Context: an optimization exercise on an open-source flow, tuned for small area and few clock cycles per item. The choices shown serve that exercise and are no tape-out recipe.
Where RTL was checked, it was by simulation tests only, not by an equivalence proof against the original.
Function not checked in runs 1 to 3: the RTL went through the layout flow alone.
Power figures rest on the tool's default switching activity, not on a simulated workload.

### flow/design.v
package spq_pkg;
  localparam int Depth  = 16;
  localparam int DataW  = 32;
  localparam int PrioW  = 16;
  localparam int CountW = $clog2(Depth + 1);
  localparam logic [1:0] StInserted = 2'd0;
  localparam logic [1:0] StRemoved  = 2'd1;
  localparam logic [1:0] StEmpty    = 2'd2;
  localparam logic [1:0] StFull     = 2'd3;
  localparam logic OpInsert = 1'b0;
  localparam logic OpRemove = 1'b1;
endpackage
module spq_cell #(
  parameter logic [3:0] Init = 4'd0
) (
  input  logic        clk_i,
  input  logic        rst_ni,
  input  logic        wr_i,        
  input  logic [31:0] cmd_data_i,
  input  logic [15:0] cmd_prio_i,
  input  logic [4:0]  count_i,     
  input  logic        pend_i,      
  input  logic [4:0]  held_i,      
  input  logic [15:0] pend_prio_i,
  input  logic [3:0]  depth_i,     
  output logic        behind_o,    
  output logic        free_o,      
  output logic [31:0] data_o
);
  localparam int DataW = spq_pkg::DataW;
  localparam int PrioW = spq_pkg::PrioW;
  logic [3:0]       depth_q;
  logic [DataW-1:0] data_q;
  logic [PrioW-1:0] prio_q;
  logic             new_q;         
  logic             valid, free, ge;
  function automatic logic ge16(input logic [15:0] a, input logic [15:0] b);
    logic gt, eq;
    gt = 1'b0;
    eq = 1'b1;
    for (int i = 15; i >= 0; i--) begin
      gt = gt | (eq & a[i] & ~b[i]);
      eq = eq & ~(a[i] ^ b[i]);
    end
    ge16 = gt | eq;
  endfunction
  function automatic logic lt5(input logic [4:0] a, input logic [4:0] b);
    logic lt, eq;
    lt = 1'b0;
    eq = 1'b1;
    for (int i = 4; i >= 0; i--) begin
      lt = lt | (eq & ~a[i] & b[i]);
      eq = eq & ~(a[i] ^ b[i]);
    end
    lt5 = lt;
  endfunction
  function automatic logic [3:0] inc4(input logic [3:0] a);
    inc4 = {a[3] ^ (&a[2:0]), a[2] ^ (&a[1:0]), a[1] ^ a[0], ~a[0]};
  endfunction
  assign valid = lt5({1'b0, depth_q}, held_i);
  assign free  = (depth_q == count_i[3:0]);
  assign ge    = ge16(prio_q, pend_prio_i);
  always_ff @(posedge clk_i or negedge rst_ni) begin
    if (!rst_ni) begin
      depth_q <= Init;
    end else if (pend_i) begin
      if (new_q) depth_q <= depth_i;
      else if (valid && ge) depth_q <= inc4(depth_q);
    end
  end
  always_ff @(posedge clk_i) begin
    new_q <= wr_i && free;
    if (wr_i && free) begin
      data_q <= cmd_data_i;
      prio_q <= cmd_prio_i;
    end
  end
  assign behind_o = valid && !ge;
  assign free_o   = free;
  assign data_o   = data_q;
endmodule
module sorted_priority_queue_unit (
  input  logic              clk_i,
  input  logic              rst_ni,
  input  logic              start,
  output logic              busy,
  input  logic              operation_i,
  input  logic [31:0]       entry_data_i,
  input  logic [15:0]       entry_priority_i,
  output logic              done_o,
  output logic [31:0]       result_data_o,
  output logic [1:0]        status_o,
  output logic [4:0]        entry_count_o
);
  localparam int Depth = spq_pkg::Depth;
  localparam int DataW = spq_pkg::DataW;
  localparam int PrioW = spq_pkg::PrioW;
  localparam int CountW = spq_pkg::CountW;
  localparam logic [1:0] StInserted = spq_pkg::StInserted;
  localparam logic [1:0] StRemoved = spq_pkg::StRemoved;
  localparam logic [1:0] StEmpty = spq_pkg::StEmpty;
  localparam logic [1:0] StFull = spq_pkg::StFull;
  localparam logic OpInsert = spq_pkg::OpInsert;
  logic [Depth-1:0]       slot_behind, slot_free;
  logic [DataW-1:0]       slot_data [Depth];
  logic                   accept, full, empty, ins, rem;
  logic [CountW-1:0]      count_q, held;
  logic [3:0]             depth;
  logic                   done_q, removed_q, pend_q;
  logic [PrioW-1:0]       pend_prio_q;
  logic [1:0]             status_q, status_d;
  logic [DataW-1:0]       result;
  assign busy   = 1'b0;
  assign accept = start;
  assign full   = count_q[4];
  assign empty  = (count_q == '0);
  assign ins    = accept && (operation_i == OpInsert) && !full;
  assign rem    = accept && (operation_i != OpInsert) && !empty;
  assign held = count_q - CountW'(pend_q);
  for (genvar g = 0; g < Depth; g++) begin : g_slot
    spq_cell #(.Init(4'(g))) u_cell (
      .clk_i       (clk_i),
      .rst_ni      (rst_ni),
      .wr_i        (ins),
      .cmd_data_i  (entry_data_i),
      .cmd_prio_i  (entry_priority_i),
      .count_i     (count_q),
      .pend_i      (pend_q),
      .held_i      (held),
      .pend_prio_i (pend_prio_q),
      .depth_i     (depth),
      .behind_o    (slot_behind[g]),
      .free_o      (slot_free[g]),
      .data_o      (slot_data[g])
    );
  end
  always_comb begin
    depth = '0;
    for (int i = 0; i < Depth; i++) depth = depth + 4'(slot_behind[i]);
  end
  always_comb begin
    if (operation_i == OpInsert) status_d = full ? StFull : StInserted;
    else                         status_d = empty ? StEmpty : StRemoved;
  end
  always_ff @(posedge clk_i or negedge rst_ni) begin
    if (!rst_ni) begin
      count_q   <= '0;
      done_q    <= 1'b0;
      removed_q <= 1'b0;
      pend_q    <= 1'b0;
    end else begin
      done_q    <= accept;
      removed_q <= rem;
      pend_q    <= ins;
      if (ins)      count_q <= count_q + 1'b1;
      else if (rem) count_q <= count_q - 1'b1;
    end
  end
  always_ff @(posedge clk_i) begin
    pend_prio_q <= entry_priority_i;
    if (accept) status_q <= status_d;
  end
  always_comb begin
    result = '0;
    for (int i = 0; i < Depth; i++) begin
      if (slot_free[i]) result = result | slot_data[i];
    end
  end
  assign done_o        = done_q;
  assign result_data_o = removed_q ? result : '0;
  assign status_o      = status_q;
  assign entry_count_o = count_q;
endmodule
### flow/run.sh
#!/bin/bash
# synth_recipe.tcl (not shown) runs the flow's synth.tcl, then flattens the netlist and writes it again
# the make line also repeats each setting of config.mk as NAME=value (left out here)
make -C /OpenROAD-flow-scripts/flow DESIGN_CONFIG=/design/flow/config.mk WORK_HOME=/design/flow/orfs CLKGATE_MAP_FILE= SYNTH_SCRIPT=/design/flow/synth_recipe.tcl finish
### flow/config.mk
export PLATFORM = sky130hd
export DESIGN_NAME = sorted_priority_queue_unit
export DESIGN_NICKNAME = sorted_priority_queue_unit
export VERILOG_FILES = /design/flow/design.v
export SDC_FILE = /design/flow/constraint.sdc
export NUM_CORES = 4
export LEC_CHECK = 0
export CAP_MARGIN = 20
export CORE_MARGIN = 2
export CORE_UTILIZATION = 40
export PLACE_DENSITY = 0.6
export SLEW_MARGIN = 20
### flow/constraint.sdc
create_clock -name core_clock -period 5.0 [get_ports {clk_i}]
set_input_delay 1.0000 -clock core_clock [delete_from_list [all_inputs] [get_ports {clk_i}]]
set_output_delay 1.0000 -clock core_clock [all_outputs]
set_load 0.01 [all_outputs]
==> Flow_metrics.wiki, run 1 <==
{| class="wikitable"
! Metric !! Value
|-
| Status || finished with violations
|-
| Layout check failures || setup timing
|-
| Adder and majority gate portion of the synthesized area || 4.69%
|-
| Cell area after placement || 0.0429 mm^2
|-
| GRT overflow || 0
|-
| Clk Tree Root Cell || clkbuf_16
|-
| Smallest setup slack after layout || -582 ps
|-
| Vertical die dimension || 312 um
|-
| Number of cells traversed by the worst register-to-register path || 20
|-
| H-tree depth || 3
|-
| Post-synth EDFFs || 770
|-
| PwrDens || 592 mW/mm^2
|-
| Leakage power || 16.1 nW
|-
| Global-route wire length before repair || 170000 um
|-
| Net count of the finished layout || 3193
|-
| Pin count of the biggest net entering global routing || 71
|-
| Mapped cell area || 0.0380 mm^2
|-
| Register-to-register setup slack || -580 ps
|-
| Sequential Area || 0.0256 mm^2
|-
| Number of maximum-capacitance violations || 0
|-
| Max-slew headroom || 29.0%
|-
| Number of vias per cell after detailed routing || 5.88
|-
| Total of buffers placed on input and output ports || 91
|-
| Overall via count from detail_route || 25.9k
|-
| Average routed wire per standard cell || 26.0 um
|-
| Multi-input gate area || 0.0124 mm^2
|-
| List of most frequent post-synthesis cells || 770 x edfxtp_1, 201 x a22oi_1, 118 x nand2_1
|-
| Total Power || 27.6 mW
|-
| Setup repair after global routing missed its margin || true
|-
| Min Clock Period, post-route || 5580 ps
|-
| Simple-gate portion of the synthesized area || 7.93%
|-
| Path category of the worst min-delay check || in -> async
|-
| Transition time at the pin with the least slew margin || 1060 ps
|-
| DP Worst Slack || -803 ps
|-
| Via count of the first global-routing pass || 25.9k
|-
| Final setup violation count || 53
|-
| Top-Level Pins || 93
|-
| Cell Chain, Critical Path || nor2b_4 > maj3_2 > o211ai_1 > nand3_2 > a21oi_4 > o21ai_1 > or3_4 > fa_1 > inv_2 > fa_1 > inv_2 > fa_2 > inv_2 > fa_1 > ha_4 > inv_2 > fa_2 > buf_12 > a22oi_2 > o22a_1
|-
| Final hold violation count || 0
|-
| Area delta synth->final || 22.8%
|-
| Avg Synthesized Cell Area || 14.0 um^2
|-
| Die Outline Area || 0.0976 mm^2
|-
| Num CTS Buffers || 90
|-
| Worst-Skew Late Latency || 670 ps
|-
| Portion of netlist area occupied by mux cells || 0.0855%
|-
| Max Buffers Root-to-Sink || 3
|-
| Met3 GRT Util || 3.41%
|-
| Met1 track demand over resource in global routing || 31.2%
|-
| Worst flop-to-flop path endpoint || g_slot[13].u_cell.depth_q[1]$_DFFE_PN0P_
|-
| Most Frequent Cell on Critical Path || inv_2
|-
| TritonCTS clock tree || built
|-
| Finished Cell Area || 0.0467 mm^2
|-
| Hold buffer count at cts || 0
|-
| Register bit total from synthesis || 874
|-
| Final estimated routing congestion in global placement || 0.866
|-
| Area share of xor/xnor cells in the synthesized design || 3.64%
|-
| Ratio of cells with drive above 1 in the final layout || 21.8%
|-
| Worst reg2reg startpoint || g_slot[15].u_cell.prio_q[7]$_DFFE_PP_
|-
| Worst Path Required || 5540 ps
|-
| Overall routed net length || 115000 um
|-
| Starting density of the core || 40.2%
|-
| Antenna violations before repair || 5
|-
| Number of pins exceeding their max-slew limit in the final report || 0
|-
| CP peak stage delay || 660 ps
|-
| Maximum net fanout on the critical path || 7
|-
| Launch point of the critical path || g_slot[15].u_cell.prio_q[7]$_DFFE_PP_
|-
| # rows || 113
|-
| Endpoint type of the worst setup path || register
|-
| Number of DRC markers after the initial detailed-route iteration || 2538
|-
| Total clock sinks || 874
|-
| Maximum frequency from static timing analysis || 179 MHz
|-
| Dominant register cell in the synthesized netlist || edfxtp_1
|-
| Worst path buffer plus inverter count || 5
|-
| Critical setup path kind || reg -> reg
|-
| Placeable core area || 0.0946 mm^2
|-
| Biggest area consumer among synthesized cells || edfxtp_1
|-
| Number of nets produced by synthesis || 2833
|-
| Clock input transition at the sequential cells of the worst setup and hold paths || 60 ps
|-
| Fillcell total || 7932
|-
| Sequential element share of the synthesized area || 67.3%
|-
| Compound-Gate Fraction of Synth Area || 13.7%
|-
| Number of remaining DRC errors || 0
|-
| Met2 track demand over resource || 38.7%
|-
| DP HPWL || 68200 um
|-
| Layer carrying the most global-route usage || met2
|-
| Synth cell types || 84
|-
| Period Utilization, post-route || 112%
|-
| Number of iterations in the first detailed-routing pass || 5
|-
| Area share of the largest cell type after synthesis || 60.8%
|-
| Yosys synthesis warning count || 18
|-
| Main combinational cell family by area after synthesis || compound AO/OA/AOI/OAI gates
|-
| Crit path launch type || register
|-
| Setup skew after layout || 33.1 ps
|-
| Worst IR Drop VDD || 1.66 mV
|-
| Cells taking the most area after synthesis || edfxtp_1 61%, a22oi_1 4.0%, dfrtp_1 2.6%, xor2_1 2.4%, dfstp_2 2.2%
|-
| Number of logic stages on the critical path including buffering || 20
|-
| Gr usage total || 23.1%
|-
| Most frequent cell after synthesis || edfxtp_1
|-
| Post-DRT Antenna Nets || 0
|-
| Slowest cell on crit path || fa_2
|-
| Asr flop ratio synth || 8.24%
|-
| Family of cells with the greatest summed delay on the critical path || adder cells
|-
| Cell count after synthesis || 2712
|-
| Floorplan die width || 312 um
|-
| Data arrival time at the worst-slack endpoint || 6120 ps
|}
logic make-up (layout without fill, tap and decap cells):
kind of cell | after synthesis | in the layout
xor+xnor | 158 | 158
compound gates | 702 | 702
mux | 3 | 3
simple gates | 566 | 567
fa+ha+maj | 152 | 152
buf+inv | 256 | 690
other cells | 1 | 2
flops | 874 | 874
report_power, final:
part | total [mW] | switching, mW | internal, mW
sequential | 8.70 | 0.327 | 8.37
clock | 6.62 | 2.81 | 3.80
combinational | 12.3 | 6.97 | 5.36
total | 27.6 | 10.1 | 17.5
repair_timing:
action                     in CTS  in global routing
pin swaps                      38                 28
resized for setup             105                 70
gates cloned                    1                  2
setup endpoints to repair      64                 64
setup buffers                  19                  9
metal layers:
metal | wire length (um) | up-vias
li1 | - | 11400
met1 | 48000 | 13300
met2 | 55600 | 1022
met3 | 7840 | 209
met4 | 3140 | 8
met5 | 51 | -
through the flow:
| step | util (%) | instances | hold slack, ps | setup TNS [ps] |
|---|---|---|---|---|
| 2_1_floorplan | - | 2712 | 461 | -19520 |
| 3_3_place_gp | 45.3 | 4215 | 485 | -32710 |
| 3_5_place_dp | 45.3 | 4215 | 496 | -35800 |
| 4_1_cts | 49.0 | 4402 | 310 | -19220 |
| 5_1_grt | 49.4 | 4412 | 342 | -32370 |
| 6_report | 49.4 | 4413 | 327 | -22250 |
worst max-delay path by stage:
stage / endpoint / slack [ps]
final: g_slot[13].u_cell.depth_q[1]$_DFFE_PN0P_ / -580
after global routing: g_slot[13].u_cell.depth_q[1]$_DFFE_PN0P_ / -740
after CTS: g_slot[13].u_cell.depth_q[1]$_DFFE_PN0P_ / -500
after detailed placement: g_slot[4].u_cell.depth_q[2]$_DFFE_PN1P_ / -800
after global placement: g_slot[13].u_cell.depth_q[1]$_DFFE_PN0P_ / -750
after floorplan: g_slot[9].u_cell.depth_q[2]$_DFFE_PN0P_ / -530
registers in the layout, indices dropped and copies added (netlist names):
register and cells:
count_q 5, done_q 1, g_slot.u_cell.data_q 512, g_slot.u_cell.depth_q 64, g_slot.u_cell.new_q 16, g_slot.u_cell.prio_q 256, pend_prio_q 16, pend_q 1
removed_q 1, status_q 2
placed cells by master, fill, tap and decap left out, drive strengths merged, types with 83 or more instances in the layout:
cell,synthesis,layout
a22oi,201,201
buf,46,317
clkbuf,96,119
clkdlybuf4s50,0,90
edfxtp,770,770
inv,113,120
maj3,83,83
nand2,118,118
nor2b,87,87
xor2,103,103
layout make-up:
| class | instances | share of cell area, % |
|---|---|---|
| Sequential cell | 874 | 54.9 |
| Clock buffer | 119 | 5.14 |
| Antenna cell | 1 | 0.00536 |
| Timing Repair Buffer | 408 | 8.13 |
| Clock inverter | 48 | 1.02 |
| Inverter | 114 | 0.954 |
| Multi-Input combinational cell | 1583 | 26.5 |
| Timing Repair inverter | 1 | 0.0241 |
| Tap cell | 1265 | 3.39 |
==> inputs of run 2 (changes only) <==
--- a/flow/config.mk
+++ b/flow/config.mk
@@ -9,4 +9,5 @@
 export CORE_MARGIN = 2
-export CORE_UTILIZATION = 40
-export PLACE_DENSITY = 0.6
+export CORE_UTILIZATION = 60
+export CTS_BUF_LIST = sky130_fd_sc_hd__clkbuf_4 sky130_fd_sc_hd__clkbuf_8
+export PLACE_DENSITY = 0.7
 export SLEW_MARGIN = 20
==> Flow_metrics.wiki, run 2 <==
{| class="wikitable"
! Metric !! Value
|-
| Cell Chain, Critical Path || inv_1 > buf_4 > ha_1 > nand3_1 > nor3b_1 > a211oi_2 > o21ai_1 > or3_4 > fa_1 > inv_1 > fa_1 > inv_2 > fa_1 > inv_1 > fa_1 > ha_4 > inv_2 > fa_2 > xor2_4 > buf_8 > buf_12 > nand3_1 > o21ai_1 > nor2_1
|-
| TritonCTS clock tree || built
|-
| Top-Level Pins || 93 (unchanged)
|-
| Cells taking the most area after synthesis || edfxtp_1 61%, a22oi_1 4.0%, dfrtp_1 2.6%, xor2_1 2.4%, dfstp_2 2.2%
|-
| Cell area after placement || 0.0421 mm^2 (-1.7%)
|-
| Max-slew headroom || 26.5% (-2.5 points)
|-
| Area share of the largest cell type after synthesis || 60.8% (unchanged)
|-
| Worst Path Required || 5670 ps (+130 ps)
|-
| Clock input transition at the sequential cells of the worst setup and hold paths || 60 ps (about the same)
|-
| H-tree depth || 4 (+1)
|-
| Number of DRC markers after the initial detailed-route iteration || 2785 (+9.7%)
|-
| Min Clock Period, post-route || 5530 ps (-53.6 ps)
|-
| Final hold violation count || 0 (unchanged)
|-
| Asr flop ratio synth || 8.24% (unchanged)
|-
| Final setup violation count || 49 (-7.5%)
|-
| Most common cell after layout, fill and taps aside || edfxtp_1
|-
| Via count of the first global-routing pass || 26.8k (+3.3%)
|-
| Finished Cell Area || 0.0459 mm^2 (-1.7%)
|-
| Worst-Skew Late Latency || 810 ps (+140 ps)
|-
| Gr usage total || 34.1% (+11 points)
|-
| Max Buffers Root-to-Sink || 3 (unchanged)
|-
| Most frequent cells in the layout || 770 x edfxtp_1, 266 x buf_4, 198 x a22oi_1, 149 x clkbuf_8, 102 x xor2_1
|-
| Number of remaining DRC errors || 0 (unchanged)
|-
| Number of cells traversed by the worst register-to-register path || 24 (+20%)
|-
| Clk Tree Root Cell || clkbuf_8
|-
| Setup skew after layout || 29.1 ps (-4.02 ps)
|-
| Post-route insts no fill || 4074 (-7.7%)
|-
| Slowest cell on crit path || fa_1
|-
| Final estimated routing congestion in global placement || 0.939 (+8.4%)
|-
| Setup repair after global routing missed its margin || true
|-
| Average routed wire per standard cell || 27.2 um (+4.6%)
|-
| Sequential Area || 0.0256 mm^2 (about the same)
|-
| Most frequent cell after synthesis || edfxtp_1
|-
| Dominant register cell in the synthesized netlist || edfxtp_1
|-
| Number of maximum-capacitance violations || 0 (unchanged)
|-
| Avg Synthesized Cell Area || 14.0 um^2 (unchanged)
|-
| Part of the total power dissipated in the clock network || 22.2% (-1.7 points)
|-
| DP Worst Slack || -704 ps (+99.2 ps)
|-
| Most Frequent Cell on Critical Path || fa_1
|-
| Maximum frequency from static timing analysis || 181 MHz (+0.97%)
|-
| Global-route wire length before repair || 166000 um (-1.9%)
|-
| Total of buffers placed on input and output ports || 91 (unchanged)
|-
| Launch point of the critical path || pend_prio_q[15]$_DFF_P_
|-
| Biggest area consumer among synthesized cells || edfxtp_1
|-
| Path category of the worst min-delay check || in -> async
|-
| GRT overflow || 0 (unchanged)
|-
| List of most frequent post-synthesis cells || 770 x edfxtp_1, 201 x a22oi_1, 118 x nand2_1
|-
| Share of total power in sequential cells || 31.7% (+0.2 points)
|-
| Overall via count from detail_route || 26.4k (+1.9%)
|-
| Transition time at the pin with the least slew margin || 1100 ps (+37.1 ps)
|-
| Starting density of the core || 60.5% (+20 points)
|-
| Net count of the finished layout || 3241 (+1.5%)
|-
| Data arrival time at the worst-slack endpoint || 6200 ps (+80 ps)
|-
| Number of antenna cells inserted || 0 (-1)
|-
| Number of pins exceeding their max-slew limit in the final report || 0 (unchanged)
|-
| Crit path launch type || register
|-
| Worst reg2reg startpoint || pend_prio_q[15]$_DFF_P_
|-
| Placeable core area || 0.0629 mm^2 (-34%)
|-
| Overall routed net length || 111000 um (-3.4%)
|-
| Pin count of the biggest net entering global routing || 73 (+2.8%)
|-
| Family of cells with the greatest summed delay on the critical path || adder cells
|-
| Synth cell types || 84 (unchanged)
|-
| Biggest registers after layout || g_slot.u_cell.data_q: 512 flops, g_slot.u_cell.prio_q: 256 flops, g_slot.u_cell.depth_q: 64 flops
|-
| Status || finished with violations
|-
| Register-to-register setup slack || -530 ps (+50 ps)
|-
| Top reg by flops || g_slot.u_cell.data_q
|-
| Capture point of the critical path || g_slot[2].u_cell.depth_q[2]$_DFFE_PN0P_
|-
| # rows || 92 (-19%)
|-
| Post-DRT Antenna Nets || 0 (unchanged)
|-
| Layout check failures || setup timing
|-
| Internal || 17.1 mW (-2.5%)
|-
| Yosys synthesis warning count || 18 (unchanged)
|-
| Period Utilization, post-route || 111% (-1.1 points)
|-
| Number of logic stages on the critical path including buffering || 24 (+20%)
|-
| Multi-input gate area || 0.0123 mm^2 (-0.39%)
|-
| Sequential element share of the synthesized area || 67.3% (unchanged)
|-
| Smallest setup slack after layout || -528 ps (+53.6 ps)
|-
| Placed cell count || 3776 (-10%)
|-
| Setup TNS Final || -19900 ps (+2340 ps)
|-
| Number of flip-flops under the largest register name || 512 (unchanged)
|-
| Number of vias per cell after detailed routing || 6.49 (+10%)
|-
| Vertical die dimension || 256 um (-18%)
|-
| Total Power || 27.4 mW (-0.84%)
|-
| Leakage power || 16.1 nW (-0.22%)
|-
| Cell count after synthesis || 2712 (unchanged)
|-
| Switching component of the power || 10.3 mW (+2.0%)
|-
| Combinational power share || 46.0% (+1.4 points)
|-
| Area delta synth->final || 20.7%
|-
| Total clock sinks || 874 (unchanged)
|-
| Number of nets produced by synthesis || 2833 (unchanged)
|-
| Mapped cell area || 0.0380 mm^2 (unchanged)
|-
| Share of total power consumed by net switching || 37.6% (+1.1 points)
|-
| Worst flop-to-flop path endpoint || g_slot[2].u_cell.depth_q[2]$_DFFE_PN0P_
|-
| Antenna violations before repair || 3 (-2)
|-
| PwrDens || 597 mW/mm^2 (+0.85%)
|-
| Critical setup path kind || reg -> reg
|-
| Floorplan die width || 256 um (-18%)
|-
| Num CTS Buffers || 143 (+59%)
|-
| Worst path buffer plus inverter count || 8 (+3)
|-
| Utilization after layout || 73.1% (+24 points)
|-
| Register bit total from synthesis || 874 (unchanged)
|-
| Fillcell total || 4102 (-48%)
|-
| Endpoint type of the worst setup path || register
|-
| Post-synth EDFFs || 770 (unchanged)
|-
| CP peak stage delay || 520 ps (-140 ps)
|-
| Die Outline Area || 0.0654 mm^2 (-33%)
|-
| DP HPWL || 64800 um (-5.0%)
|-
| Maximum net fanout on the critical path || 11 (+4)
|-
| Ratio of cells with drive above 1 in the final layout || 23.8% (+2.0 points)
|-
| Worst IR Drop VDD || 1.17 mV (-30%)
|-
| Final Hold Slack || 86.7 ps (-240 ps)
|-
| Number of iterations in the first detailed-routing pass || 5 (unchanged)
|}
## run 2: cell count changes in the layout (fill, tap and decap cells not counted), sizes merged
| cell | previous run | this run |
|---|---|---|
| clkbuf | 119 | 201 |
| diode | 1 | 0 |
| clkinvlp | 4 | 3 |
| bufbuf | 1 | 0 |
| and2 | 4 | 3 |
| inv | 120 | 123 |
| buf | 317 | 314 |
| bufinv | 8 | 1 |
| clkinv | 31 | 40 |
## run 2: power groups by stage
stage	combinational [mW]	sequential (mW)	clock, mW
4_1_cts	11.6	8.68	6.15
2_1_floorplan	5.53	8.79	0
3_5_place_dp	9.87	8.82	0
5_1_grt	13.3	8.74	6.47
3_3_place_gp	9.69	8.80	0
6_report	12.6	8.70	6.09
## run 2: repair_timing
item                                    in CTS  in global routing
hold buffers                                 0                  0
pin swaps                                   29                 16
endpoints found under the setup margin      64                 71
resized for setup                          104                 57
hold endpoints to repair                     0                  0
buffers inserted                            44                  8
gates cloned                                 0                  1
## run 2: worst reg2reg max path: cells and delay by family, from the launching register on
| kind | cells | cell delay [ps] |
|---|---|---|
| fa+ha+maj | 7 | 2910 |
| buf+inv | 8 | 820 |
| simple gates | 5 | 680 |
| compound gates | 3 | 510 |
| flops | 1 | 300 |
| xor+xnor | 1 | 210 |
## run 2: area by class of cell
| class | count | share of cell area, % |
|---|---|---|
| Sequential cell | 874 | 55.8 |
| Multi-Input combinational cell | 1582 | 26.8 |
| Timing Repair Buffer | 404 | 8.05 |
| Clock buffer | 201 | 5.32 |
| Tap cell | 846 | 2.30 |
| Inverter | 114 | 0.964 |
| Clock inverter | 52 | 0.733 |
| Timing Repair inverter | 1 | 0.0245 |
## run 2: how the worst min path moves through the flow
stage | end | cells after the start | slack (ps) | from
6_report | g_slot[3].u_cell.depth_q[3]$_DFFE_PN0P_ | 1 | 90 | rst_ni
5_1_grt | g_slot[3].u_cell.depth_q[2]$_DFFE_PN0P_ | 1 | 70 | rst_ni
4_1_cts | g_slot[3].u_cell.depth_q[3]$_DFFE_PN0P_ | 1 | 350 | rst_ni
2_1_floorplan | g_slot[10].u_cell.depth_q[3]$_DFFE_PN1P_ | 2 | 460 | g_slot[10].u_cell.new_q$_DFF_P_
3_5_place_dp | g_slot[14].u_cell.depth_q[2]$_DFFE_PN1P_ | 2 | 500 | g_slot[14].u_cell.depth_q[2]$_DFFE_PN1P_
3_3_place_gp | g_slot[14].u_cell.depth_q[2]$_DFFE_PN1P_ | 2 | 480 | g_slot[14].u_cell.depth_q[2]$_DFFE_PN1P_
## run 2: per-layer routing
metal / vias to the layer above / part of all wire [%] / GRT usage [%]
met5: - / 0.021 / 0
met4: 4 / 3.5 / 13.6
met3: 251 / 9.5 / 6.17
met2: 1478 / 48 / 55.3
met1: 13300 / 39 / 46.2
li1: 11400 / - / -
## run 2: logic make-up (layout without fill, tap and decap cells)
logic type	count (synthesis)	in the layout	synth area share, %
flip-flops	874	874	67.3
AO/OA/AOI/OAI	702	702	13.7
AND/OR/NAND/NOR	566	566	7.93
buffers and inverters	256	772	2.69
XOR/XNOR	158	158	3.64
adder cells (fa/ha/maj)	152	152	4.69
multiplexers	3	3	0.0855
other	1	1	0.00986
==> inputs of run 3 (changes only) <==
--- a/flow/design.v
+++ b/flow/design.v
@@ -24,4 +24,7 @@
   input  logic [15:0] pend_prio_i,
+  input  logic        late_head_i,  
   input  logic [3:0]  depth_i,     
+  input  logic [3:0]  depth_inc_i,  
   output logic        behind_o,    
+  output logic        ahead_o,     
   output logic        free_o,      
@@ -35,3 +38,4 @@
   logic             new_q;         
-  logic             valid, free, ge;
+  logic             late_q;        
+  logic             valid, ge, ahead;
   function automatic logic ge16(input logic [15:0] a, input logic [15:0] b);
@@ -60,4 +64,5 @@
   assign valid = lt5({1'b0, depth_q}, held_i);
-  assign free  = (depth_q == count_i[3:0]);
   assign ge    = ge16(prio_q, pend_prio_i);
+  assign ahead = pend_i && valid && ge;
+  assign free_o = (depth_q == count_i[3:0]) && !(late_q && !late_head_i);
   always_ff @(posedge clk_i or negedge rst_ni) begin
@@ -65,5 +70,15 @@
       depth_q <= Init;
-    end else if (pend_i) begin
-      if (new_q) depth_q <= depth_i;
-      else if (valid && ge) depth_q <= inc4(depth_q);
+    end else if (late_q) begin
+      depth_q <= ahead ? depth_inc_i : depth_i;
+    end else if (ahead) begin
+      depth_q <= inc4(depth_q);
+    end
+  end
+  always_ff @(posedge clk_i or negedge rst_ni) begin
+    if (!rst_ni) begin
+      new_q  <= 1'b0;
+      late_q <= 1'b0;
+    end else begin
+      new_q  <= wr_i && free_o;
+      late_q <= new_q;
     end
@@ -71,4 +86,3 @@
   always_ff @(posedge clk_i) begin
-    new_q <= wr_i && free;
-    if (wr_i && free) begin
+    if (wr_i && free_o) begin
       data_q <= cmd_data_i;
@@ -78,3 +92,3 @@
   assign behind_o = valid && !ge;
-  assign free_o   = free;
+  assign ahead_o  = ahead;
   assign data_o   = data_q;
@@ -103,3 +117,3 @@
   localparam logic OpInsert = spq_pkg::OpInsert;
-  logic [Depth-1:0]       slot_behind, slot_free;
+  logic [Depth-1:0]       slot_behind, slot_ahead, slot_free;
   logic [DataW-1:0]       slot_data [Depth];
@@ -107,3 +121,5 @@
   logic [CountW-1:0]      count_q, held;
-  logic [3:0]             depth;
+  logic [Depth-1:0]       behind_q;
+  logic                   late_head_q;
+  logic [3:0]             depth, depth_inc;
   logic                   done_q, removed_q, pend_q;
@@ -130,4 +146,7 @@
       .pend_prio_i (pend_prio_q),
+      .late_head_i (late_head_q),
       .depth_i     (depth),
+      .depth_inc_i (depth_inc),
       .behind_o    (slot_behind[g]),
+      .ahead_o     (slot_ahead[g]),
       .free_o      (slot_free[g]),
@@ -137,5 +156,11 @@
   always_comb begin
-    depth = '0;
-    for (int i = 0; i < Depth; i++) depth = depth + 4'(slot_behind[i]);
-  end
+    logic [1:0] s2 [8];
+    logic [2:0] s4 [4];
+    logic [3:0] s8 [2];
+    for (int i = 0; i < 8; i++) s2[i] = {1'b0, behind_q[2*i]} + {1'b0, behind_q[2*i+1]};
+    for (int i = 0; i < 4; i++) s4[i] = {1'b0, s2[2*i]} + {1'b0, s2[2*i+1]};
+    for (int i = 0; i < 2; i++) s8[i] = {1'b0, s4[2*i]} + {1'b0, s4[2*i+1]};
+    depth = s8[0] + s8[1];
+  end
+  assign depth_inc = depth + 4'd1;
   always_comb begin
@@ -160,2 +185,4 @@
     pend_prio_q <= entry_priority_i;
+    behind_q    <= slot_behind;
+    late_head_q <= !(|slot_ahead);
     if (accept) status_q <= status_d;
--- a/flow/config.mk
+++ b/flow/config.mk
@@ -10,3 +10,2 @@
 export CORE_UTILIZATION = 60
-export CTS_BUF_LIST = sky130_fd_sc_hd__clkbuf_4 sky130_fd_sc_hd__clkbuf_8
 export PLACE_DENSITY = 0.7
==> Flow_metrics.wiki, run 3 <==
{| class="wikitable"
! Metric !! Value
|-
| Period Utilization, post-route || 96.4% (-14 points)
|-
| Share of total power in sequential cells || 31.2% (-0.5 points)
|-
| Clk Tree Root Cell || clkbuf_16
|-
| Switching component of the power || 11.6 mW (+13%)
|-
| Maximum frequency from static timing analysis || 207 MHz (+15%)
|-
| Overall via count from detail_route || 25.1k (-4.9%)
|-
| Transition time at the pin with the least slew margin || 1240 ps (+139 ps)
|-
| Count of buffers added by post-CTS timing repair for setup || 0 (-100%)
|-
| Combinational power share || 45.9% (about the same)
|-
| Max-slew headroom || 16.2% (-10 points)
|-
| Worst reg2reg startpoint || behind_q[0]$_DFF_P_
|-
| Worst Path Required || 4000 ps (-1670 ps)
|-
| Status || timing/DRC/antenna clean
|-
| Worst flop-to-flop path endpoint || g_slot[2].u_cell.depth_q[3]$_DFFE_PN0P_
|-
| Cell area after placement || 0.0416 mm^2 (-1.1%)
|-
| Crit path launch type || register
|-
| # rows || 93 (+1.1%)
|-
| Maximum net fanout on the critical path || 33 (+22)
|-
| Number of cells traversed by the worst register-to-register path || 15 (-38%)
|-
| Overall routed net length || 107000 um (-3.0%)
|-
| Post-route insts no fill || 3749 (-8.0%)
|-
| DP HPWL || 62300 um (-3.9%)
|-
| List of most frequent post-synthesis cells || 770 x edfxtp_1, 139 x a22oi_1, 104 x nand2_1
|-
| Cells taking the most area after synthesis || edfxtp_1 59%, dfrtp_1 4.6%, a22oi_1 2.7%, xnor2_1 2.2%, dfstp_2 2.2%
|-
| Most frequent cells in the layout || 770 x edfxtp_1, 139 x a22oi_1, 104 x nand2_1, 98 x inv_1, 98 x xnor2_1
|-
| Launch point of the critical path || count_q[3]$_DFFE_PN0P_
|-
| Clock input transition at the sequential cells of the worst setup and hold paths || 60 ps (about the same)
|-
| Placeable core area || 0.0643 mm^2 (+2.4%)
|-
| Antenna violations before repair || 5 (+2)
|-
| Area share of the largest cell type after synthesis || 59.2% (-1.5 points)
|-
| Starting density of the core || 60.7% (+0.13 points)
|-
| Max Buffers Root-to-Sink || 3 (unchanged)
|-
| Number of flip-flops under the largest register name || 512 (unchanged)
|-
| Average routed wire per standard cell || 28.6 um (+5.4%)
|-
| Number of nets produced by synthesis || 2806 (-0.95%)
|-
| Slowest cell on crit path || clkdlybuf4s50_1
|-
| Data arrival time at the worst-slack endpoint || 3820 ps (-2380 ps)
|-
| Total clock sinks || 907 (+3.8%)
|-
| Final setup violation count || 0 (-100%)
|-
| Vertical die dimension || 259 um (+1.3%)
|-
| PwrDens || 667 mW/mm^2 (+12%)
|-
| Most common cell after layout, fill and taps aside || edfxtp_1
|-
| Path category of the worst min-delay check || reg -> reg
|-
| Final Hold Slack || 347 ps (+260 ps)
|-
| Register bit total from synthesis || 907 (+3.8%)
|-
| Internal || 18.2 mW (+6.2%)
|-
| Mapped cell area || 0.0390 mm^2 (+2.6%)
|-
| Number of remaining DRC errors || 0 (unchanged)
|-
| Sequential element share of the synthesized area || 67.7% (+0.40 points)
|-
| Register-to-register setup slack || 240 ps (+770 ps)
|-
| Floorplan die width || 259 um (+1.3%)
|-
| Final hold violation count || 0 (unchanged)
|-
| Biggest area consumer among synthesized cells || edfxtp_1
|-
| Number of DRC markers after the initial detailed-route iteration || 3259 (+17%)
|-
| Worst IR Drop VDD || 2.00 mV (+71%)
|-
| Worst-Skew Late Latency || 660 ps (-150 ps)
|-
| Synth cell types || 87 (+3.6%)
|-
| Final estimated routing congestion in global placement || 0.920 (-2.0%)
|-
| CP peak stage delay || 600 ps (+80 ps)
|-
| Post-synth EDFFs || 770 (unchanged)
|-
| Global-route wire length before repair || 159000 um (-4.4%)
|-
| Cell Chain, Critical Path || inv_1 > buf_4 > a222oi_1 > nor4b_2 > buf_12 > a22o_1 > a221oi_1 > nand3_1 > o21a_1 > clkdlybuf4s50_1
|-
| Number of vias per cell after detailed routing || 6.70 (+3.3%)
|-
| Finished Cell Area || 0.0447 mm^2 (-2.7%)
|-
| Cell count after synthesis || 2684 (-1.0%)
|-
| Most frequent cell after synthesis || edfxtp_1
|-
| Number of maximum-capacitance violations || 0 (unchanged)
|-
| Number of antenna cells inserted || 0 (unchanged)
|-
| Yosys synthesis warning count || 24 (+6)
|-
| Setup TNS Final || 0 ps (+19900 ps)
|-
| Share of total power consumed by net switching || 39.1% (+1.5 points)
|-
| Pin count of the biggest net entering global routing || 77 (+5.5%)
|-
| Top reg by flops || g_slot.u_cell.data_q
|-
| Part of the total power dissipated in the clock network || 22.9% (+0.7 points)
|-
| Asr flop ratio synth || 11.5% (+3.2 points)
|-
| Net count of the finished layout || 2938 (-9.3%)
|-
| Biggest registers after layout || g_slot.u_cell.data_q: 512 flops, g_slot.u_cell.prio_q: 256 flops, g_slot.u_cell.depth_q: 64 flops
|-
| Capture point of the critical path || result_data_o[29]
|-
| Total of buffers placed on input and output ports || 91 (unchanged)
|-
| Via count of the first global-routing pass || 25.0k (-6.9%)
|-
| Total Power || 29.8 mW (+8.7%)
|-
| TritonCTS clock tree || built
|-
| Dominant register cell in the synthesized netlist || edfxtp_1
|-
| Endpoint type of the worst setup path || output port
|-
| Hold buffer count at cts || 0 (unchanged)
|-
| Post-DRT Antenna Nets || 0 (unchanged)
|-
| H-tree depth || 3 (-1)
|-
| Leakage power || 15.3 nW (-5.1%)
|-
| Setup skew after layout || 43.1 ps (+14.1 ps)
|-
| Ratio of cells with drive above 1 in the final layout || 11.9% (-12 points)
|-
| Setup repair after global routing missed its margin || false
|-
| Min Clock Period, post-route || 4820 ps (-707 ps)
|-
| GRT overflow || 0 (unchanged)
|-
| Number of iterations in the first detailed-routing pass || 6 (+1)
|-
| Top-Level Pins || 93 (unchanged)
|-
| Gr usage total || 32.3% (-1.8 points)
|-
| Critical setup path kind || reg -> out
|-
| Num CTS Buffers || 91 (-36%)
|-
| Die Outline Area || 0.0671 mm^2 (+2.6%)
|-
| Placed cell count || 3578 (-5.2%)
|-
| Area delta synth->final || 14.5%
|-
| Number of pins exceeding their max-slew limit in the final report || 0 (unchanged)
|-
| Avg Synthesized Cell Area || 14.5 um^2 (+3.7%)
|}
==> run 3: through the flow <==
| step | utilization [%] | setup WS, ps |
|---|---|---|
| after floorplan | - | 322 |
| after global placement | 64.7 | 360 |
| after detailed placement | 64.7 | 274 |
| after CTS | 69.4 | 149 |
| after global routing | 69.4 | 32.4 |
| final | 69.4 | 179 |
==> run 3: cell families (layout without fill, tap and decap cells) <==
| group | Yosys count | in the layout | share of synthesized area, % |
|---|---|---|---|
| buf+inv | 243 | 453 | 2.51 |
| other cells | 1 | 1 | 0.00961 |
| fa+ha+maj | 149 | 149 | 4.53 |
| compound gates | 650 | 650 | 12.4 |
| mux | 57 | 57 | 1.99 |
| xor+xnor | 176 | 176 | 3.95 |
| simple gates | 501 | 501 | 6.86 |
| flops | 907 | 907 | 67.7 |
==> run 3: power by group through the flow <==
stage                     clock [mW]  sequential [mW]  combinational (mW)
after detailed placement           0             9.44                13.4
after CTS                       6.89             9.30                13.6
final                           6.83             9.30                13.7
after global placement             0             9.41                13.3
after global routing            7.20             9.36                14.4
after floorplan                    0             9.33                8.62
==> run 3: how the worst min path moves through the flow <==
stage / from / endpoint / slack [ps] / cells past startpoint
floorplan: g_slot[0].u_cell.new_q$_DFF_PN0_ / g_slot[0].u_cell.late_q$_DFF_PN0_ / 330 / 0
global placement: g_slot[4].u_cell.new_q$_DFF_PN0_ / g_slot[4].u_cell.late_q$_DFF_PN0_ / 330 / 0
detailed placement: g_slot[11].u_cell.new_q$_DFF_PN0_ / g_slot[11].u_cell.late_q$_DFF_PN0_ / 330 / 0
CTS: g_slot[15].u_cell.new_q$_DFF_PN0_ / g_slot[15].u_cell.late_q$_DFF_PN0_ / 350 / 0
global route: g_slot[9].u_cell.new_q$_DFF_PN0_ / g_slot[9].u_cell.late_q$_DFF_PN0_ / 350 / 0
finish: g_slot[7].u_cell.new_q$_DFF_PN0_ / g_slot[7].u_cell.late_q$_DFF_PN0_ / 350 / 0
==> run 3: area by class of cell <==
class,count,area [um^2]
sequential,907,26400
fill,4227,19700
multi-input combinational,1534,11800
clock buffer,127,2520
timing repair buffer,178,1970
tap,855,1070
clock inverter,44,508
inverter,104,390
==> run 3: metal layers <==
layer	part of all wire (%)	vias up	routed length, um	global-route usage (%)
met1	40	12700	42400	46.1
met4	3.4	6	3660	11.1
met2	47	1458	50200	50.5
met5	0.028	-	30	0
li1	-	10800	-	-
met3	10	244	11100	5.93
==> run 3: what timing repair did <==
item	in CTS	in global routing
resized for setup	0	1
endpoints found under the hold margin	0	0
setup endpoints to repair	0	1
==> run 3: worst max-delay path: cells and delay by family (launching register included) <==
kind            cells  cell delay, ps
compound gates      4             900
buf+inv             4            1250
flops               1             530
simple gates        2             460
==> inputs of run 4 (changes only) <==
--- a/flow/design.v
+++ b/flow/design.v
@@ -22,2 +22,3 @@
   input  logic        pend_i,      
+  input  logic        pend2_i,     
   input  logic [4:0]  held_i,      
@@ -26,5 +27,5 @@
   input  logic [3:0]  depth_i,     
-  input  logic [3:0]  depth_inc_i,  
   output logic        behind_o,    
   output logic        ahead_o,     
+  output logic        late_ahead_o,  
   output logic        free_o,      
@@ -39,12 +40,8 @@
   logic             late_q;        
-  logic             valid, ge, ahead;
+  logic             late, valid, ge, ahead;
   function automatic logic ge16(input logic [15:0] a, input logic [15:0] b);
-    logic gt, eq;
-    gt = 1'b0;
-    eq = 1'b1;
-    for (int i = 15; i >= 0; i--) begin
-      gt = gt | (eq & a[i] & ~b[i]);
-      eq = eq & ~(a[i] ^ b[i]);
-    end
-    ge16 = gt | eq;
+    logic c;
+    c = 1'b1;
+    for (int i = 0; i < 16; i++) c = (a[i] & ~b[i]) | (a[i] & c) | (~b[i] & c);
+    ge16 = c;
   endfunction
@@ -66,3 +63,4 @@
   assign ahead = pend_i && valid && ge;
-  assign free_o = (depth_q == count_i[3:0]) && !(late_q && !late_head_i);
+  assign late  = pend2_i && late_q;
+  assign free_o = (depth_q == count_i[3:0]) && !(late && !late_head_i);
   always_ff @(posedge clk_i or negedge rst_ni) begin
@@ -70,15 +68,4 @@
       depth_q <= Init;
-    end else if (late_q) begin
-      depth_q <= ahead ? depth_inc_i : depth_i;
-    end else if (ahead) begin
-      depth_q <= inc4(depth_q);
-    end
-  end
-  always_ff @(posedge clk_i or negedge rst_ni) begin
-    if (!rst_ni) begin
-      new_q  <= 1'b0;
-      late_q <= 1'b0;
     end else begin
-      new_q  <= wr_i && free_o;
-      late_q <= new_q;
+      depth_q <= late ? depth_i : (ahead ? inc4(depth_q) : depth_q);
     end
@@ -86,2 +73,4 @@
   always_ff @(posedge clk_i) begin
+    new_q  <= wr_i && free_o;
+    late_q <= new_q;
     if (wr_i && free_o) begin
@@ -93,2 +82,3 @@
   assign ahead_o  = ahead;
+  assign late_ahead_o = late && ahead;
   assign data_o   = data_q;
@@ -117,3 +107,3 @@
   localparam logic OpInsert = spq_pkg::OpInsert;
-  logic [Depth-1:0]       slot_behind, slot_ahead, slot_free;
+  logic [Depth-1:0]       slot_behind, slot_ahead, slot_late_ahead, slot_free;
   logic [DataW-1:0]       slot_data [Depth];
@@ -123,4 +113,4 @@
   logic                   late_head_q;
-  logic [3:0]             depth, depth_inc;
-  logic                   done_q, removed_q, pend_q;
+  logic [3:0]             depth, late_depth;
+  logic                   done_q, removed_q, pend_q, pend2_q;
   logic [PrioW-1:0]       pend_prio_q;
@@ -144,2 +134,3 @@
       .pend_i      (pend_q),
+      .pend2_i     (pend2_q),
       .held_i      (held),
@@ -147,6 +138,6 @@
       .late_head_i (late_head_q),
-      .depth_i     (depth),
-      .depth_inc_i (depth_inc),
+      .depth_i     (late_depth),
       .behind_o    (slot_behind[g]),
       .ahead_o     (slot_ahead[g]),
+      .late_ahead_o (slot_late_ahead[g]),
       .free_o      (slot_free[g]),
@@ -164,3 +155,3 @@
   end
-  assign depth_inc = depth + 4'd1;
+  assign late_depth = depth + 4'(|slot_late_ahead);
   always_comb begin
@@ -175,2 +166,3 @@
       pend_q    <= 1'b0;
+      pend2_q   <= 1'b0;
     end else begin
@@ -179,2 +171,3 @@
       pend_q    <= ins;
+      pend2_q   <= pend_q;
       if (ins)      count_q <= count_q + 1'b1;
@@ -187,3 +180,3 @@
     late_head_q <= !(|slot_ahead);
-    if (accept) status_q <= status_d;
+    status_q    <= status_d;
   end
--- a/flow/config.mk
+++ b/flow/config.mk
@@ -10,2 +10,5 @@
 export CORE_UTILIZATION = 60
+export CTS_BUF_LIST = sky130_fd_sc_hd__clkbuf_8
+export CTS_CLUSTER_DIAMETER = 60
+export CTS_CLUSTER_SIZE = 12
 export PLACE_DENSITY = 0.7
==> Flow_metrics.wiki, run 4 <==
{| class="wikitable"
! Metric !! Value
|-
| Status || finished with violations
|-
| Layout check failures || setup timing
|-
| Post-synth EDFFs || 768 (-0.26%)
|-
| Final Hold Slack || 175 ps (-172 ps)
|-
| Most Frequent Cell on Critical Path || fa_1
|-
| Number of cells traversed by the worst register-to-register path || 26 (+11)
|-
| TritonCTS clock tree || built
|-
| Dominant register cell in the synthesized netlist || edfxtp_1
|-
| Area share of xor/xnor cells in the synthesized design || 2.45% (-1.5 points)
|-
| Asr flop ratio synth || 8.04% (-3.4 points)
|-
| Sequential element share of the synthesized area || 69.4% (+1.7 points)
|-
| Critical setup path kind || reg -> reg
|-
| Overall routed net length || 112000 um (+4.4%)
|-
| Final hold violation count || 0 (unchanged)
|-
| Clock input transition at the sequential cells of the worst setup and hold paths || 90 ps (+30 ps)
|-
| Post-route insts no fill || 4040 (+7.8%)
|-
| Setup skew after layout || 41.8 ps (-1.37 ps)
|-
| Final estimated routing congestion in global placement || 1.02 (+11%)
|-
| DP HPWL || 67400 um (+8.2%)
|-
| Main combinational cell family by area after synthesis || compound AO/OA/AOI/OAI gates
|-
| Worst flop-to-flop path endpoint || g_slot[4].u_cell.depth_q[2]$_DFFE_PN1P_
|-
| Clk Tree Root Cell || clkbuf_8
|-
| Final setup violation count || 64 (+64)
|-
| Floorplan die width || 255 um (-1.5%)
|-
| Area share of the largest cell type after synthesis || 60.9% (+1.7 points)
|-
| Family of cells with the greatest summed delay on the critical path || adder cells
|-
| Number of maximum-capacitance violations || 0 (unchanged)
|-
| Total Power || 27.9 mW (-6.4%)
|-
| List of most frequent post-synthesis cells || 768 x edfxtp_1, 144 x a22oi_1, 132 x nand2_1
|-
| Maximum net fanout on the critical path || 5 (-85%)
|-
| Simple-gate portion of the synthesized area || 6.98% (+0.12 points)
|-
| Crit path launch type || register
|-
| Period Utilization, post-route || 123% (+27 points)
|-
| Biggest area consumer among synthesized cells || edfxtp_1
|-
| Worst reg2reg startpoint || pend_q$_DFF_PN0_
|-
| Adder and majority gate portion of the synthesized area || 3.77% (-0.76 points)
|-
| Average routed wire per standard cell || 27.7 um (-3.1%)
|-
| Number of remaining DRC errors || 0 (unchanged)
|-
| Register-to-register setup slack || -1150 ps (-1390 ps)
|-
| Leakage power || 16.3 nW (+6.7%)
|-
| Utilization after layout || 72.7% (+3.2 points)
|-
| Top reg by flops || g_slot.u_cell.data_q
|-
| Fillcell total || 4033 (-4.6%)
|-
| Path category of the worst min-delay check || in -> async
|-
| Number of pins exceeding their max-slew limit in the final report || 0 (unchanged)
|-
| Compound-Gate Fraction of Synth Area || 14.2% (+1.7 points)
|-
| Cell area after placement || 0.0432 mm^2 (+3.9%)
|-
| DP Worst Slack || -1410 ps (-1690 ps)
|-
| Starting density of the core || 60.4% (-0.29 points)
|-
| Net count of the finished layout || 3254 (+11%)
|-
| Yosys synthesis warning count || 24 (unchanged)
|-
| Vertical die dimension || 255 um (-1.5%)
|-
| Number of vias per cell after detailed routing || 6.51 (-2.8%)
|-
| Worst IR Drop VDD || 1.58 mV (-21%)
|-
| PwrDens || 612 mW/mm^2 (-8.3%)
|-
| Cells taking the most area after synthesis || edfxtp_1 61%, dfxtp_1 3.5%, a22oi_1 2.9%, dfrtp_1 2.7%, dfstp_2 2.2%
|-
| Number of nets produced by synthesis || 2751 (-2.0%)
|-
| Setup TNS Final || -57210 ps (-57210 ps)
|-
| Max-slew headroom || 37.9% (+22 points)
|-
| Number of DRC markers after the initial detailed-route iteration || 2883 (-12%)
|-
| Area delta synth->final || 20.4%
|-
| CP peak stage delay || 510 ps (-90 ps)
|-
| Worst-Skew Late Latency || 730 ps (+70 ps)
|-
| Num CTS Buffers || 88 (-3.3%)
|-
| Antenna violations before repair || 4 (-1)
|-
| Total of buffers placed on input and output ports || 91 (unchanged)
|-
| Worst Path Required || 5630 ps (+1630 ps)
|-
| Setup repair after global routing missed its margin || true
|-
| Global-route wire length before repair || 163000 um (+2.2%)
|-
| Ratio of cells with drive above 1 in the final layout || 24.7% (+13 points)
|-
| Sequential Area || 0.0263 mm^2 (-0.53%)
|-
| Finished Cell Area || 0.0456 mm^2 (+2.0%)
|-
| Die Outline Area || 0.0651 mm^2 (-2.9%)
|-
| Biggest registers after layout || g_slot.u_cell.data_q: 512 flops, g_slot.u_cell.prio_q: 256 flops, g_slot.u_cell.depth_q: 64 flops
|-
| Number of flip-flops under the largest register name || 512 (unchanged)
|-
| Min Clock Period, post-route || 6150 ps (+1330 ps)
|-
| Mapped cell area || 0.0379 mm^2 (-3.0%)
|-
| Data arrival time at the worst-slack endpoint || 6770 ps (+2950 ps)
|-
| Most common cell after layout, fill and taps aside || edfxtp_1
|-
| Post-DRT Antenna Nets || 0 (unchanged)
|-
| Cell count after synthesis || 2646 (-1.4%)
|-
| Avg Synthesized Cell Area || 14.3 um^2 (-1.6%)
|-
| Endpoint type of the worst setup path || register
|-
| Most frequent cells in the layout || 768 x edfxtp_1, 402 x buf_4, 143 x a22oi_1, 130 x nand2_1, 108 x inv_1
|-
| Portion of netlist area occupied by mux cells || 0.912% (-1.1 points)
|-
| Total clock sinks || 908 (+0.11%)
|-
| Most frequent cell after synthesis || edfxtp_1
|-
| Number of iterations in the first detailed-routing pass || 8 (+2)
|-
| Gr usage total || 34.5% (+2.2 points)
|-
| Hold buffer count at cts || 0 (unchanged)
|-
| Placed cell count || 3883 (+8.5%)
|-
| Placeable core area || 0.0627 mm^2 (-2.5%)
|-
| Via count of the first global-routing pass || 25.8k (+3.5%)
|-
| Multi-input gate area || 0.0115 mm^2 (-2.3%)
|-
| Max Buffers Root-to-Sink || 3 (unchanged)
|-
| Top-Level Pins || 93 (unchanged)
|-
| # rows || 92 (-1.1%)
|-
| H-tree depth || 3 (unchanged)
|-
| Overall via count from detail_route || 26.3k (+4.7%)
|-
| Smallest setup slack after layout || -1150 ps (-1330 ps)
|-
| Register bit total from synthesis || 908 (+0.11%)
|-
| Maximum frequency from static timing analysis || 163 MHz (-22%)
|-
| Slowest cell on crit path || fa_1
|-
| Transition time at the pin with the least slew margin || 928 ps (-313 ps)
|-
| Worst path buffer plus inverter count || 5 (+1)
|-
| Pin count of the biggest net entering global routing || 74 (-3.9%)
|-
| GRT overflow || 0 (unchanged)
|-
| Synth cell types || 92 (+5.7%)
|}
==> run 4: logic make-up (layout without fill, tap and decap cells) <==
group           after synthesis  after routing
xor+xnor                    106            106
other cells                   1              4
simple gates                514            514
flops                       908            908
buf+inv                     216            761
compound gates              748            748
fa+ha+maj                   120            120
mux                          33             33
==> run 4: final cells by class <==
type,count,share of cell area [%]
sequential,908,57.7
clock inverter,40,0.439
multi-input combinational,1522,25.3
timing repair buffer,541,10.8
inverter,88,0.741
tap,846,2.32
clock buffer,92,2.78
antenna,3,0.0165
==> run 4: worst reg2reg max path: stages, from the launching register on <==
cell	delay (ps)
dfrtp_1	430
ha_4	190
ha_4	160
nor3b_4	150
buf_6	140
xnor2_4	270
clkbuf_16	210
o21ai_2	50
a21oi_1	140
nand2b_1	140
a21oi_2	50
a32oi_1	260
nand4_1	200
nor4_4	190
nand2_1	110
fa_1	500
inv_1	50
fa_1	450
fa_1	510
fa_1	430
fa_2	370
fa_2	390
xnor2_4	240
buf_12	150
buf_12	130
nor2_4	40
a21oi_2	120
==> run 4: worst max path at each step <==
stage | startpoint | endpoint | slack, ps | cells past startpoint
floorplan | count_q[0]$_DFFE_PN0P_ | g_slot[5].u_cell.depth_q[2]$_DFFE_PN1P_ | -910 | 26
global placement | pend_prio_q[11]$_DFF_P_ | g_slot[12].u_cell.depth_q[2]$_DFFE_PN1P_ | -1300 | 23
detailed placement | pend_prio_q[12]$_DFF_P_ | g_slot[12].u_cell.depth_q[2]$_DFFE_PN1P_ | -1410 | 22
CTS | g_slot[4].u_cell.prio_q[5]$_DFFE_PP_ | g_slot[4].u_cell.depth_q[2]$_DFFE_PN1P_ | -1040 | 22
global route | count_q[0]$_DFFE_PN0P_ | g_slot[3].u_cell.depth_q[2]$_DFFE_PN0P_ | -1360 | 27
finish | pend_q$_DFF_PN0_ | g_slot[4].u_cell.depth_q[2]$_DFFE_PN1P_ | -1150 | 26
==> run 4: where the power goes <==
group	internal, mW	total (mW)	switching [mW]
clock	1.70	4.19	2.49
combinational	6.27	14.6	8.30
sequential	8.77	9.12	0.346
total	16.7	27.9	11.1
==> run 4: repair_timing <==
| action | 4_1_cts | 5_1_grt |
|---|---|---|
| gates resized for setup | 95 | 61 |
| gates cloned | 3 | 1 |
| pin swaps | 28 | 18 |
| setup endpoints to repair | 64 | 66 |
| endpoints found under the hold margin | 0 | 0 |
| setup buffers | 11 | 8 |
==> run 4: metal layers <==
metal  GRT usage, %  up-vias  share of wire [%]
met5              0        -              0.018
met4           17.6        4                5.2
met3           7.98      344                 12
met2           52.5     1629                 45
met1           46.8    13000                 38
li1               -    11300                  -
Testbench counts of run 4, summed over its fixed seeds: cycles 24,008, requests 24,000.
==> inputs of run 5 (changes only) <==
--- a/flow/design.v
+++ b/flow/design.v
@@ -113,3 +113,3 @@
   logic                   late_head_q;
-  logic [3:0]             depth, late_depth;
+  logic [3:0]             depth, depth_inc, late_depth;
   logic                   done_q, removed_q, pend_q, pend2_q;
@@ -155,3 +155,4 @@
   end
-  assign late_depth = depth + 4'(|slot_late_ahead);
+  assign depth_inc  = depth + 4'd1;
+  assign late_depth = (|slot_late_ahead) ? depth_inc : depth;
   always_comb begin
==> Flow_metrics.wiki, run 5 <==
{| class="wikitable"
! Metric !! Value
|-
| Critical setup path kind || reg -> out
|-
| # rows || 92 (unchanged)
|-
| Post-synth EDFFs || 768 (unchanged)
|-
| Total of buffers placed on input and output ports || 91 (unchanged)
|-
| TritonCTS clock tree || built
|-
| Most frequent cells in the layout || 768 x edfxtp_1, 153 x nand2_1, 148 x a22oi_1, 114 x o21ai_0, 100 x inv_1
|-
| Number of nets produced by synthesis || 2719 (-1.2%)
|-
| Cell Chain, Critical Path || buf_4 > xor2_1 > nor4_2 > buf_12 > a22o_1 > a221oi_1 > nand3_1 > o21a_1 > clkdlybuf4s50_1
|-
| Most frequent cell after synthesis || edfxtp_1
|-
| Avg Synthesized Cell Area || 14.5 um^2 (+1.2%)
|-
| Worst path buffer plus inverter count || 3 (-2)
|-
| Die Outline Area || 0.0651 mm^2 (about the same)
|-
| Setup skew after layout || 62.9 ps (+21.1 ps)
|-
| Combinational power share || 44.1% (-8.2 points)
|-
| Num CTS Buffers || 87 (-1.1%)
|-
| Overall routed net length || 103000 um (-8.2%)
|-
| Leakage power || 14.2 nW (-13%)
|-
| Via count of the first global-routing pass || 23.5k (-9.0%)
|-
| Data arrival time at the worst-slack endpoint || 3950 ps (-2820 ps)
|-
| Antenna violations before repair || 4 (unchanged)
|-
| Area delta synth->final || 10.8%
|-
| Endpoint type of the worst setup path || output port
|-
| Crit path launch type || register
|-
| Worst IR Drop VDD || 1.13 mV (-28%)
|-
| Maximum frequency from static timing analysis || 202 MHz (+24%)
|-
| Post-route insts no fill || 3653 (-9.6%)
|-
| Worst reg2reg startpoint || count_q[0]$_DFFE_PN0P_
|-
| Number of flip-flops under the largest register name || 512 (unchanged)
|-
| Most common cell after layout, fill and taps aside || edfxtp_1
|-
| Ratio of cells with drive above 1 in the final layout || 11.7% (-13 points)
|-
| Post-DRT Antenna Nets || 0 (unchanged)
|-
| Top-Level Pins || 93 (unchanged)
|-
| Sequential element share of the synthesized area || 69.4% (about the same)
|-
| Cell count after synthesis || 2613 (-1.2%)
|-
| Clock input transition at the sequential cells of the worst setup and hold paths || 90 ps (about the same)
|-
| Global-route wire length before repair || 151000 um (-7.3%)
|-
| Area share of the largest cell type after synthesis || 61.0% (about the same)
|-
| Pin count of the biggest net entering global routing || 74 (unchanged)
|-
| Number of pins exceeding their max-slew limit in the final report || 0 (unchanged)
|-
| Number of iterations in the first detailed-routing pass || 6 (-2)
|-
| GRT overflow || 0 (unchanged)
|-
| Status || timing/DRC/antenna clean
|-
| Biggest area consumer among synthesized cells || edfxtp_1
|-
| Asr flop ratio synth || 8.04% (unchanged)
|-
| H-tree depth || 3 (unchanged)
|-
| PwrDens || 575 mW/mm^2 (-6.0%)
|-
| Vertical die dimension || 255 um (about the same)
|-
| Placed cell count || 3517 (-9.4%)
|-
| Average routed wire per standard cell || 28.2 um (+1.6%)
|-
| Part of the total power dissipated in the clock network || 17.2% (+2.2 points)
|-
| Biggest registers after layout || g_slot.u_cell.data_q: 512 flops, g_slot.u_cell.prio_q: 256 flops, g_slot.u_cell.depth_q: 64 flops
|-
| Period Utilization, post-route || 98.9% (-24 points)
|-
| Final hold violation count || 0 (unchanged)
|-
| Hold path start || g_slot[10].u_cell.new_q$_DFF_P_
|-
| List of most frequent post-synthesis cells || 768 x edfxtp_1, 153 x nand2_1, 148 x a22oi_1
|-
| Number of DRC markers after the initial detailed-route iteration || 3080 (+6.8%)
|-
| CP peak stage delay || 700 ps (+190 ps)
|-
| Clk Tree Root Cell || clkbuf_8
|-
| Max-slew headroom || 23.9% (-14 points)
|-
| Worst Path Required || 4000 ps (-1630 ps)
|-
| Final estimated routing congestion in global placement || 0.954 (-6.7%)
|-
| Dominant register cell in the synthesized netlist || edfxtp_1
|-
| Switching component of the power || 9.49 mW (-15%)
|-
| Overall via count from detail_route || 24.2k (-7.9%)
|-
| Number of cells traversed by the worst register-to-register path || 16 (-38%)
|-
| Gr usage total || 31.9% (-2.5 points)
|-
| Endpoint of the worst hold path || g_slot[10].u_cell.late_q$_DFF_P_
|-
| Share of total power in sequential cells || 38.7% (+6.0 points)
|-
| Number of vias per cell after detailed routing || 6.63 (+1.9%)
|-
| Total clock sinks || 908 (unchanged)
|-
| Mapped cell area || 0.0378 mm^2 (about the same)
|-
| Setup repair after global routing missed its margin || false
|-
| Cell depth of the worst hold path || 0
|-
| Internal || 14.6 mW (-13%)
|-
| Register bit total from synthesis || 908 (unchanged)
|-
| Number of maximum-capacitance violations || 0 (unchanged)
|-
| Share of total power consumed by net switching || 39.4% (-0.56 points)
|-
| Top reg by flops || g_slot.u_cell.data_q
|-
| Worst flop-to-flop path endpoint || g_slot[12].u_cell.depth_q[1]$_DFFE_PN0P_
|-
| Floorplan die width || 255 um (about the same)
|-
| Number of remaining DRC errors || 0 (unchanged)
|-
| Max Buffers Root-to-Sink || 3 (unchanged)
|-
| Slowest cell on crit path || dfrtp_1
|-
| Setup TNS Final || 0 ps (+57210 ps)
|-
| Net count of the finished layout || 2866 (-12%)
|-
| DP HPWL || 60500 um (-10%)
|-
| Worst-Skew Late Latency || 730 ps (about the same)
|-
| Final setup violation count || 0 (-100%)
|-
| Register-to-register setup slack || 730 ps (+1880 ps)
|-
| Maximum net fanout on the critical path || 33 (+28)
|-
| Yosys synthesis warning count || 24 (unchanged)
|-
| Count of buffers added by post-CTS timing repair for setup || 0 (-11)
|-
| Family of cells with the greatest summed delay on the critical path || buffers and inverters
|-
| Placeable core area || 0.0627 mm^2 (unchanged)
|-
| Min Clock Period, post-route || 4950 ps (-1200 ps)
|-
| Synth cell types || 91 (-1.1%)
|-
| Starting density of the core || 60.3% (about the same)
|-
| Transition time at the pin with the least slew margin || 1140 ps (+213 ps)
|-
| Path category of the worst min-delay check || reg -> reg
|-
| Cells taking the most area after synthesis || edfxtp_1 61%, dfxtp_1 3.5%, a22oi_1 2.9%, dfrtp_1 2.7%, dfstp_2 2.2%
|}
[run 5: cell count changes after synthesis, sizes merged, moves of 7 or more]
cell / before / now
a2111oi: 7 / 14
o21ai: 125 / 133
mux2i: 21 / 12
clkbuf: 82 / 70
a21oi: 91 / 64
nand3: 83 / 76
maj3: 67 / 58
inv: 85 / 76
buf: 46 / 54
mux2: 12 / 28
nor2: 82 / 60
nand2: 133 / 153
nor2b: 59 / 72
[run 5: kinds of logic after synthesis]
kind of cell             after synthesis  share of synthesized area, %
AO/OA/AOI/OAI                        726                          13.9
adder cells (fa/ha/maj)              112                          3.57
buffers and inverters                204                          2.31
XOR/XNOR                             109                          2.54
flip-flops                           908                          69.4
AND/OR/NAND/NOR                      513                          7.00
multiplexers                          40                          1.18
other                                  1                       0.00991
[run 5: repair_timing]
action / CTS / global route
hold buffers: 0 / 0
gates cloned: 0 / 0
hold endpoints to repair: 0 / 0
endpoints found under the setup margin: 1 / 29
resized for setup: 1 / 1
[run 5: worst register-to-register path: stages (launching register included)]
cell       delay [ps]
dfrtp_1           350
inv_1              50
ha_1              210
ha_1              650
buf_4             240
o31ai_1            70
nand2_1           110
o21ai_0            90
a31oi_1           600
nand4b_1          250
o221ai_2          140
a2111oi_4         230
a41oi_2           190
or3_4             440
mux2i_4           210
buf_12            170
o21ai_0           170
[run 5: worst max path at each step]
stage | depth (start not counted) | slack, ps | endpoint | start
2_1_floorplan | 17 | 660 | g_slot[4].u_cell.depth_q[3]$_DFFE_PN0P_ | count_q[1]$_DFFE_PN0P_
3_3_place_gp | 10 | 810 | result_data_o[6] | count_q[3]$_DFFE_PN0P_
3_5_place_dp | 13 | 790 | g_slot[9].u_cell.depth_q[2]$_DFFE_PN0P_ | behind_q[0]$_DFF_P_
4_1_cts | 9 | 50 | result_data_o[15] | pend2_q$_DFF_PN0_
5_1_grt | 9 | 5 | result_data_o[29] | count_q[2]$_DFFE_PN0P_
6_report | 9 | 50 | result_data_o[29] | count_q[2]$_DFFE_PN0P_
[run 5: per-stage QoR]
stage | util (%) | hold WS (ps) | total power [mW] | instance area, um^2 | worst slack, ps
after floorplan | - | 310 | 15.3 | 37800 | 663
after global placement | 64.5 | 310 | 19.8 | 40400 | 806
after detailed placement | 64.5 | 312 | 19.9 | 40400 | 787
after CTS | 66.8 | 321 | 24.0 | 41900 | 52.2
after global routing | 66.8 | 324 | 25.1 | 41900 | 5.05
final | 66.8 | 326 | 24.1 | 41900 | 54.7
[run 5: area by class of cell]
cell class              instances  area (um^2)
multi-input cells            1501        10800
clock inverters                44          211
fillers                      4379        20800
flip-flops and latches        908        26300
repair buffers                182         1990
diodes                          2         5.00
inverters                      80          300
clock buffers                  90         1240
well taps                     846         1060
[run 5: power groups by stage]
stage | clock network, mW | logic, mW | registers [mW]
final | 4.14 | 10.6 | 9.33
after global routing | 4.46 | 11.3 | 9.38
after CTS | 4.19 | 10.5 | 9.32
after detailed placement | 0 | 10.5 | 9.49
after global placement | 0 | 10.3 | 9.46
after floorplan | 0 | 6.01 | 9.29
[run 5: metal layers]
metal | vias up | track usage, % | wire length (um) | part of all wire [%]
met5 | - | 0 | 42 | 0.041
met4 | 6 | 11.7 | 3360 | 3.3
met3 | 208 | 5.41 | 10400 | 10
met2 | 1369 | 49.5 | 47300 | 46
met1 | 12200 | 46.1 | 41800 | 41
li1 | 10500 | - | - | -
Testbench counts of run 5, summed over its fixed seeds: cycles 24,008, requests 24,000.

[port drivers added, routing unchanged]
No port has a modelled driver above. Below, the same layouts with a new extraction and two added sets of constraints. Step 1, drivers: a clkbuf_16 drives clk_i and a buf_2 each remaining input, both assumed. Step 2 times the ports against the registers' clock, not the clock port: input delays grow and output delays shrink by t, the midpoint of the rising clock arrivals with the driver on. a / b / c = ideal ports / drivers / drivers and shift; a / b = the first two.
| run | t (ns) | slack for setup (ns) | worst hold slack (ns) |
|---|---|---|---|
| run 1 | 0.718 | -0.582 / -0.582 / -0.582 | 0.327 / 0.299 / 0.523 |
| run 2 | 0.851 | -0.528 / -0.528 / -0.528 | 0.087 / 0.051 / 0.517 |
| run 3 | 0.710 | 0.179 / 0.112 / 0.237 | 0.347 / 0.335 / 0.347 |
| run 4 | 0.769 | -1.147 / -1.147 / -1.147 | 0.175 / 0.142 / 0.321 |
| run 5 | 0.757 | 0.055 / -0.004 / 0.727 | 0.326 / 0.326 / 0.326 |
